Context: an optimization exercise on an open-source flow, tuned for small area, a short achievable clock period and few clock cycles per item. The choices shown serve that exercise and are no tape-out recipe. Where RTL was checked, it was by simulation tests only, not by an equivalence proof against the original. Power and IR drop assume default switching activity.

==> cedar: inputs <==
## lsu_top
module lsu_top (
  input  logic                          clk,
  input  logic                          rst,
  input  lsu_pkg::beat_t                in_data,
  input  logic                          in_valid,
  output logic                          in_ready,
  output lsu_pkg::beat_t                out_data,
  output logic                          out_valid,
  input  logic                          out_ready,
  input  logic                          start,
  input  logic                          store,
  output logic                          done,
  input  lsu_pkg::cfg_t                 len,
  input  lsu_pkg::cfg_t                 seg_count,
  input  lsu_pkg::cfg_t                 block_factor,
  input  lsu_pkg::cfg_t                 seg_stride,
  input  lsu_pkg::cfg_t                 addr_offset,
  output lsu_pkg::addr_t                ram_addr,
  output lsu_pkg::word_t                ram_d,
  output logic                          ram_we,
  output logic [lsu_pkg::num_banks-1:0] ram_ce,
  input  logic [lsu_pkg::num_banks*lsu_pkg::word_w-1:0] ram_q
);
==> module lsu_top, before the edit <==
module lsu_top (
  input  logic                          clk,
  input  logic                          rst,
  input  lsu_pkg::beat_t                in_data,
  input  logic                          in_valid,
  output logic                          in_ready,
  output lsu_pkg::beat_t                out_data,
  output logic                          out_valid,
  input  logic                          out_ready,
  input  logic                          start,
  input  logic                          store,
  output logic                          done,
  input  lsu_pkg::cfg_t                 len,
  input  lsu_pkg::cfg_t                 seg_count,
  input  lsu_pkg::cfg_t                 block_factor,
  input  lsu_pkg::cfg_t                 seg_stride,
  input  lsu_pkg::cfg_t                 addr_offset,
  output lsu_pkg::addr_t                ram_addr,
  output lsu_pkg::word_t                ram_d,
  output logic                          ram_we,
  output logic [lsu_pkg::num_banks-1:0] ram_ce,
  input  logic [lsu_pkg::num_banks*lsu_pkg::word_w-1:0] ram_q
);
  localparam int AW = lsu_pkg::addr_w;
  localparam int CW = lsu_pkg::cfg_w;
  localparam int WW = lsu_pkg::word_w;
  localparam int RL = lsu_pkg::rd_latency;
  typedef struct packed {
    logic [AW-1:0] cur;       
    logic [AW-1:0] row;       
    logic [AW-1:0] seg;       
    logic [1:0]    bank;      
    logic [CW-1:0] blk_rem;   
    logic [CW-1:0] j_rem;     
    logic [CW-1:0] s_rem;     
  } gen_t;
  gen_t       g, g_step, snap_a, snap_b;
  logic [2:0] wib;            
  logic       busy;
  logic       is_st;
  logic       iss_done;
  logic [1:0] n_snap;         
  logic       j_last, blk_last, x_last;
  logic       issue, flush, deliver, push;
  logic       done_next;
  logic [RL:0] rv;            
  logic [RL:0] rlb;           
  logic [RL:0] rlx;           
  logic [1:0]  rbk [RL+1];
  logic        out_last;
  logic [WW-1:0] ret_word;
  assign j_last   = (g.j_rem == CW'(1));
  assign blk_last = (g.blk_rem == CW'(1));
  assign x_last   = j_last & (g.s_rem == CW'(1));
  assign deliver = out_valid & out_ready;
  assign flush   = out_valid & ~out_ready;
  assign issue   = busy & ~iss_done & (is_st ? in_valid : ~flush);
  assign push    = issue & ~is_st & (wib == 3'd0);
  always_comb begin
    g_step = g;
    if (j_last) begin
      g_step.seg     = g.seg + seg_stride[AW-1:0];
      g_step.cur     = g_step.seg;
      g_step.row     = g_step.seg;
      g_step.bank    = 2'd0;
      g_step.blk_rem = block_factor;
      g_step.j_rem   = len;
      g_step.s_rem   = g.s_rem - 1'b1;
    end else begin
      g_step.j_rem = g.j_rem - 1'b1;
      if (blk_last) begin
        g_step.blk_rem = block_factor;
        g_step.bank    = g.bank + 1'b1;
        if (g.bank == 2'd3) begin
          g_step.cur = g.cur + 1'b1;
          g_step.row = g.cur + 1'b1;
        end else begin
          g_step.cur = g.row;
        end
      end else begin
        g_step.blk_rem = g.blk_rem - 1'b1;
        g_step.cur     = g.cur + 1'b1;
      end
    end
  end
  always_ff @(posedge clk) begin
    if (start) begin
      g.cur     <= addr_offset[AW-1:0];
      g.row     <= addr_offset[AW-1:0];
      g.seg     <= addr_offset[AW-1:0];
      g.bank    <= 2'd0;
      g.blk_rem <= block_factor;
      g.j_rem   <= len;
      g.s_rem   <= seg_count;
      wib       <= 3'd0;
      is_st     <= store;
    end else if (flush) begin
      g   <= snap_a;
      wib <= 3'd0;
    end else if (issue) begin
      g   <= g_step;
      wib <= wib + 1'b1;
    end
  end
  always_ff @(posedge clk) begin
    if (deliver & (n_snap == 2'd2)) begin
      snap_a <= snap_b;
    end else if (push & ((n_snap == 2'd0) | (deliver & (n_snap == 2'd1)))) begin
      snap_a <= g;
    end
    if (push & (deliver ? (n_snap == 2'd2) : (n_snap == 2'd1))) begin
      snap_b <= g;
    end
  end
  always_ff @(posedge clk) begin
    if (rst) begin
      busy     <= 1'b0;
      iss_done <= 1'b0;
      n_snap   <= 2'd0;
      done     <= 1'b0;
      in_ready <= 1'b0;
    end else begin
      if (start) begin
        busy     <= 1'b1;
        iss_done <= 1'b0;
      end else begin
        if (done_next) busy <= 1'b0;
        if (flush) iss_done <= 1'b0;
        else if (issue & x_last) iss_done <= 1'b1;
      end
      if (flush) n_snap <= 2'd0;
      else       n_snap <= n_snap + 2'(push) - 2'(deliver);
      done     <= done_next;
      in_ready <= ~start & busy & is_st & ~(issue & x_last) &
                  (issue ? (wib == 3'd6) : (wib == 3'd7));
    end
  end
  assign done_next = busy & (is_st ? (issue & x_last) : (deliver & out_last));
  logic [WW-1:0] d_sel;
  always_comb begin
    d_sel = '0;
    for (int w = 0; w < 8; w++) d_sel |= in_data[w*WW +: WW] & {WW{wib == 3'(w)}};
  end
  assign ram_we = is_st;
  always_ff @(posedge clk) begin
    if (rst) begin
      ram_ce <= '0;
      rv     <= '0;
      out_valid <= 1'b0;
    end else begin
      ram_ce <= issue ? (4'b0001 << g.bank) : 4'b0000;
      rv     <= flush ? '0 : {rv[RL-1:0], issue & ~is_st};
      out_valid <= rv[RL] & rlb[RL] & ~flush;
    end
  end
  always_ff @(posedge clk) begin
    ram_addr <= g.cur;
    ram_d    <= d_sel;
    rlb      <= {rlb[RL-1:0], wib == 3'd7};
    rlx      <= {rlx[RL-1:0], x_last};
    rbk[0]   <= g.bank;
    for (int i = 1; i <= RL; i++) rbk[i] <= rbk[i-1];
    out_last <= rlx[RL];
  end
  always_comb begin
    ret_word = '0;
    for (int b = 0; b < 4; b++) ret_word |= ram_q[b*WW +: WW] & {WW{rbk[RL] == 2'(b)}};
  end
  always_ff @(posedge clk) begin
    out_data <= {ret_word, out_data[lsu_pkg::beat_w-1:WW]};
  end
endmodule
==> flow/config.mk <==
export PLATFORM = sky130hd
export DESIGN_NAME = lsu_top
export DESIGN_NICKNAME = lsu_top
export VERILOG_FILES = /design/flow/design.v
export SDC_FILE = /design/flow/constraint.sdc
export NUM_CORES = 4
export LEC_CHECK = 0
export CAP_MARGIN = 20
export CORE_AREA = 3 3 497 497
export DIE_AREA = 0 0 500 500
export SETUP_SLACK_MARGIN = 3.0
export SLEW_MARGIN = 20
==> flow/constraint.sdc <==
create_clock -name core_clock -period 5.0 [get_ports {clk}]
set_input_delay 1.0000 -clock core_clock [delete_from_list [all_inputs] [get_ports {clk}]]
set_output_delay 1.0000 -clock core_clock [all_outputs]
set_load 0.01 [all_outputs]
standard.sh (not shown) runs the stock make flow with config.mk's settings and CLKGATE_MAP_FILE= SYNTH_SCRIPT=/design/flow/synth_recipe.tcl, a recipe that flattens the netlist after the stock synthesis.
==> flow/flow/run.sh <==
#!/bin/bash
# Standard ORFS layout, except that ports get the smallest plain buffer
# (buf_1) instead of the delay buffer buffer_ports picks on its own.
set -euo pipefail
bash standard.sh \
  "BUFFER_PORTS_ARGS=-buffer_cell sky130_fd_sc_hd__buf_1" \
  finish > standard_make.log 2>&1
==> yarrow: changes against cedar <==
--- a/flow/design.v
+++ b/flow/design.v
@@ -151,11 +151,6 @@
     end
   end
   assign done_next = busy & (is_st ? (issue & x_last) : (deliver & out_last));
-  logic [WW-1:0] d_sel;
-  always_comb begin
-    d_sel = '0;
-    for (int w = 0; w < 8; w++) d_sel |= in_data[w*WW +: WW] & {WW{wib == 3'(w)}};
-  end
   assign ram_we = is_st;
   always_ff @(posedge clk) begin
     if (rst) begin
@@ -170,17 +165,14 @@
   end
   always_ff @(posedge clk) begin
     ram_addr <= g.cur;
-    ram_d    <= d_sel;
+    ram_d    <= in_data[wib*WW +: WW];
     rlb      <= {rlb[RL-1:0], wib == 3'd7};
     rlx      <= {rlx[RL-1:0], x_last};
     rbk[0]   <= g.bank;
     for (int i = 1; i <= RL; i++) rbk[i] <= rbk[i-1];
     out_last <= rlx[RL];
   end
-  always_comb begin
-    ret_word = '0;
-    for (int b = 0; b < 4; b++) ret_word |= ram_q[b*WW +: WW] & {WW{rbk[RL] == 2'(b)}};
-  end
+  assign ret_word = ram_q[rbk[RL]*WW +: WW];
   always_ff @(posedge clk) begin
     out_data <= {ret_word, out_data[lsu_pkg::beat_w-1:WW]};
   end
==> flow/flow/run.sh (replaced) <==
#!/bin/bash
# Standard ORFS layout with two changes: ports get the smallest plain buffer
# (buf_1) instead of the delay buffer buffer_ports picks on its own, and pins
# may sit on every routing track.
set -euo pipefail
bash standard.sh \
  "BUFFER_PORTS_ARGS=-buffer_cell sky130_fd_sc_hd__buf_1" \
  "PLACE_PINS_ARGS=-min_distance 1 -min_distance_in_tracks" \
  finish > standard_make.log 2>&1
--- a/flow/config.mk
+++ b/flow/config.mk
@@ -6,7 +6,6 @@
 export NUM_CORES = 4
 export LEC_CHECK = 0
 export CAP_MARGIN = 20
-export CORE_AREA = 3 3 497 497
-export DIE_AREA = 0 0 500 500
-export SETUP_SLACK_MARGIN = 3.0
+export CORE_MARGIN = 2
+export CORE_UTILIZATION = 25
 export SLEW_MARGIN = 20
==> pepper: changes against cedar <==
==> flow/design.v (replaced) <==
package lsu_pkg;
  localparam int word_w         = 64;
  localparam int beat_w         = 512;
  localparam int words_per_beat = beat_w / word_w;
  localparam int num_banks      = 4;
  localparam int addr_w         = 12;
  localparam int rd_latency     = 4;
  localparam int fifo_depth     = 2;
  localparam int cfg_w          = 16;
  typedef logic [word_w-1:0]            word_t;
  typedef logic [beat_w-1:0]            beat_t;
  typedef logic [addr_w-1:0]            addr_t;
  typedef logic [$clog2(num_banks)-1:0] bank_t;
  typedef logic [cfg_w-1:0]             cfg_t;
  typedef struct packed {
    logic [addr_w-1:0] cur;       
    logic [addr_w-1:0] row;       
    logic [addr_w-1:0] seg;       
    logic [1:0]        bank;      
    logic [cfg_w-1:0]  blk_rem;   
    logic [cfg_w-1:0]  j_rem;     
    logic [cfg_w-1:0]  s_rem;     
    logic              bl;        
    logic              jl;        
    logic              sl;        
  } gen_t;
endpackage
module lsu_addr_gen (
  input  lsu_pkg::gen_t g,
  input  lsu_pkg::cfg_t len,
  input  lsu_pkg::cfg_t block_factor,
  input  lsu_pkg::cfg_t seg_stride,
  output lsu_pkg::gen_t g_step
);
  localparam int AW = lsu_pkg::addr_w;
  localparam int CW = lsu_pkg::cfg_w;
  always_comb begin
    g_step = g;
    if (g.jl) begin
      g_step.seg     = g.seg + seg_stride[AW-1:0];
      g_step.cur     = g_step.seg;
      g_step.row     = g_step.seg;
      g_step.bank    = 2'd0;
      g_step.blk_rem = block_factor;
      g_step.bl      = (block_factor == CW'(1));
      g_step.j_rem   = len;
      g_step.jl      = (len == CW'(1));
      g_step.s_rem   = g.s_rem - 1'b1;
      g_step.sl      = (g.s_rem == CW'(2));
    end else begin
      g_step.j_rem = g.j_rem - 1'b1;
      g_step.jl    = (g.j_rem == CW'(2));
      if (g.bl) begin
        g_step.blk_rem = block_factor;
        g_step.bl      = (block_factor == CW'(1));
        g_step.bank    = g.bank + 1'b1;
        if (g.bank == 2'd3) begin
          g_step.cur = g.cur + 1'b1;
          g_step.row = g.cur + 1'b1;
        end else begin
          g_step.cur = g.row;
        end
      end else begin
        g_step.blk_rem = g.blk_rem - 1'b1;
        g_step.bl      = (g.blk_rem == CW'(2));
        g_step.cur     = g.cur + 1'b1;
      end
    end
  end
endmodule
module lsu_top (
  input  logic                          clk,
  input  logic                          rst,
  input  lsu_pkg::beat_t                in_data,
  input  logic                          in_valid,
  output logic                          in_ready,
  output lsu_pkg::beat_t                out_data,
  output logic                          out_valid,
  input  logic                          out_ready,
  input  logic                          start,
  input  logic                          store,
  output logic                          done,
  input  lsu_pkg::cfg_t                 len,
  input  lsu_pkg::cfg_t                 seg_count,
  input  lsu_pkg::cfg_t                 block_factor,
  input  lsu_pkg::cfg_t                 seg_stride,
  input  lsu_pkg::cfg_t                 addr_offset,
  output lsu_pkg::addr_t                ram_addr,
  output lsu_pkg::word_t                ram_d,
  output logic                          ram_we,
  output logic [lsu_pkg::num_banks-1:0] ram_ce,
  input  logic [lsu_pkg::num_banks*lsu_pkg::word_w-1:0] ram_q
);
  localparam int AW = lsu_pkg::addr_w;
  localparam int CW = lsu_pkg::cfg_w;
  localparam int WW = lsu_pkg::word_w;
  localparam int RL = lsu_pkg::rd_latency;
  lsu_pkg::gen_t g, g_step, g_init, trail, t_step;
  logic [7:0] wib;            
  logic       is_st;          
  logic       st_run;         
  logic       ld_run;         
  logic [2:0] owe;            
  logic       x_last;
  logic       issue, flush, deliver;
  logic       done_next;
  logic [RL:0] rv;            
  logic [RL:0] rlb;           
  logic [RL:0] rlx;           
  logic [1:0]  rbk [RL+1];
  logic        out_last;
  logic [WW-1:0] ret_word;
  assign x_last = g.jl & g.sl;
  assign deliver = out_valid & out_ready;
  assign flush   = out_valid & ~out_ready;
  assign issue   = (st_run & in_valid) | (ld_run & ~flush);
  lsu_addr_gen i_step (
    .g (g), .len (len), .block_factor (block_factor), .seg_stride (seg_stride),
    .g_step (g_step)
  );
  lsu_addr_gen i_trail_step (
    .g (trail), .len (len), .block_factor (block_factor), .seg_stride (seg_stride),
    .g_step (t_step)
  );
  always_comb begin
    g_init.cur     = addr_offset[AW-1:0];
    g_init.row     = addr_offset[AW-1:0];
    g_init.seg     = addr_offset[AW-1:0];
    g_init.bank    = 2'd0;
    g_init.blk_rem = block_factor;
    g_init.bl      = (block_factor == CW'(1));
    g_init.j_rem   = len;
    g_init.jl      = (len == CW'(1));
    g_init.s_rem   = seg_count;
    g_init.sl      = (seg_count == CW'(1));
  end
  always_ff @(posedge clk) begin
    if (start) begin
      g     <= g_init;
      wib   <= 8'd1;
      is_st <= store;
    end else if (flush) begin
      g   <= trail;
      wib <= 8'd1;
    end else if (issue) begin
      g   <= g_step;
      wib <= {wib[6:0], wib[7]};
    end
  end
  always_ff @(posedge clk) begin
    if (start) begin
      trail <= g_init;
    end else if (deliver | (owe != 3'd0)) begin
      trail <= t_step;
    end
  end
  assign done_next = (st_run & in_valid & x_last) | (deliver & out_last);
  always_ff @(posedge clk) begin
    if (rst) begin
      st_run   <= 1'b0;
      ld_run   <= 1'b0;
      owe      <= 3'd0;
      done     <= 1'b0;
      in_ready <= 1'b0;
    end else begin
      if (start) begin
        st_run <= store;
        ld_run <= ~store;
      end else begin
        if (issue & x_last) begin
          st_run <= 1'b0;
          ld_run <= 1'b0;
        end
        if (flush) ld_run <= 1'b1;
      end
      if (start | deliver) owe <= start ? 3'd0 : 3'd7;
      else if (owe != 3'd0) owe <= owe - 1'b1;
      done     <= done_next;
      in_ready <= ~start & st_run & ~(in_valid & x_last) &
                  (in_valid ? wib[6] : wib[7]);
    end
  end
  logic [WW-1:0] d_sel;
  always_comb begin
    d_sel = '0;
    for (int w = 0; w < 8; w++) d_sel |= in_data[w*WW +: WW] & {WW{wib[w]}};
  end
  assign ram_we = is_st;
  always_ff @(posedge clk) begin
    if (rst) begin
      ram_ce <= '0;
      rv     <= '0;
      out_valid <= 1'b0;
    end else begin
      ram_ce <= issue ? (4'b0001 << g.bank) : 4'b0000;
      rv     <= flush ? '0 : {rv[RL-1:0], ld_run};
      out_valid <= rv[RL] & rlb[RL] & ~flush;
    end
  end
  always_ff @(posedge clk) begin
    ram_addr <= g.cur;
    ram_d    <= d_sel;
    rlb      <= {rlb[RL-1:0], wib[7]};
    rlx      <= {rlx[RL-1:0], x_last};
    rbk[0]   <= g.bank;
    for (int i = 1; i <= RL; i++) rbk[i] <= rbk[i-1];
    out_last <= rlx[RL];
  end
  always_comb begin
    ret_word = '0;
    for (int b = 0; b < 4; b++) ret_word |= ram_q[b*WW +: WW] & {WW{rbk[RL] == 2'(b)}};
  end
  always_ff @(posedge clk) begin
    out_data <= {ret_word, out_data[lsu_pkg::beat_w-1:WW]};
  end
endmodule
==> flow/flow/run.sh (replaced) <==
#!/bin/bash
# Standard ORFS layout with two changes: ports get the smallest plain buffer
# (buf_1) instead of the delay buffer buffer_ports picks on its own, and the
# pins of each data bit are grouped on the die edge (flow/pins.tcl).
set -euo pipefail
bash standard.sh \
  "BUFFER_PORTS_ARGS=-buffer_cell sky130_fd_sc_hd__buf_1" \
  "PRE_IO_PLACEMENT_TCL=$PWD/flow/pins.tcl" \
  finish > standard_make.log 2>&1
==> flow/flow/pins.tcl (new file) <==
# Bit-slice pin groups: for bit b, the four ram_q words, the eight out_data
# words (in shift order), the eight in_data words and ram_d share one stretch
# of the die edge, so each slice's cells can sit together.
for {set b 0} {$b < 64} {incr b} {
  set names {}
  for {set k 0} {$k < 4} {incr k} { lappend names "ram_q\[[expr {64 * $k + $b}]\]" }
  for {set w 7} {$w >= 0} {incr w -1} { lappend names "out_data\[[expr {64 * $w + $b}]\]" }
  for {set w 0} {$w < 8} {incr w} { lappend names "in_data\[[expr {64 * $w + $b}]\]" }
  lappend names "ram_d\[$b\]"
  set_io_pin_constraint -pin_names $names -group -order
}
==> qor summary <==
metric                                                             yarrow           cedar          pepper
Multiplexer share of the synthesized area                           0.201           0.106          0.0560
Startpoint kind of the worst setup timing path                          -       flip-flop       input pin
Clock latency (worst-skew pair)                                         -         0.76 ns         0.74 ns
DRT iter0 DRCs                                                          -            4093            2238
Power in sequential cells                                               -       0.00834 W       0.00779 W
Via count                                                               -           29506           27242
Instance area at placement                                      38000 µm²       39200 µm²       38500 µm²
CTS tree                                                                -             yes             yes
Remaining antenna violation count                                       -               0               0
Cell Count Post-Placement                                            4967            6599            6941
DRC Markers                                                             -               0               0
Mean area per synthesized cell                                   15.5 µm²        14.4 µm²        11.9 µm²
Status                                          aborted with a tool error  finished clean  finished clean
Last stage reached                                         global routing               -               -
Setup repair bufs after CTS                                             0             234             118
Met3 WL                                                                 -         23.7 mm         12.3 mm
Clock group share of total power                                        -           0.408           0.399
DIE AREA                                                                -      250000 µm²      250000 µm²
Mapped Cells                                                         1978            2069            2422
Testbench counts of yarrow, summed over its fixed seeds: cycles 73,854, items 9,040.
No functional check of the RTL was part of cedar and pepper.

==> afterwards: timing with drivers on the ports <==
The flow's constraints put no driver on any port. The routed layouts listed below were extracted and timed again, unchanged, in two steps.
Step 1 assumes that a clkbuf_16 drives the clock port and a buf_2 every other input.
Step 2 adds t to the input delays and takes it off the output delays; t is the mean of the earliest and latest rising clock arrival at the registers after step 1. Input paths then give back, and output paths get back, about the clock's delay inside the block.
Slacks: ideal ports / drivers / drivers and shift; pairs: ideal ports / drivers.
| run | t (ns) | slack for setup (ns) | worst setup path after step 2 |
|---|---|---|---|
| cedar | 0.814 | 2.275 / 2.261 / 1.448 | input to register |
| pepper | 0.782 | 2.361 / 2.328 / 1.545 | input to register |
After both steps setup and hold are still met in every run listed. The setup slack of cedar, which loses most, moves by -0.014 ns with the drivers and by -0.827 ns with both steps.
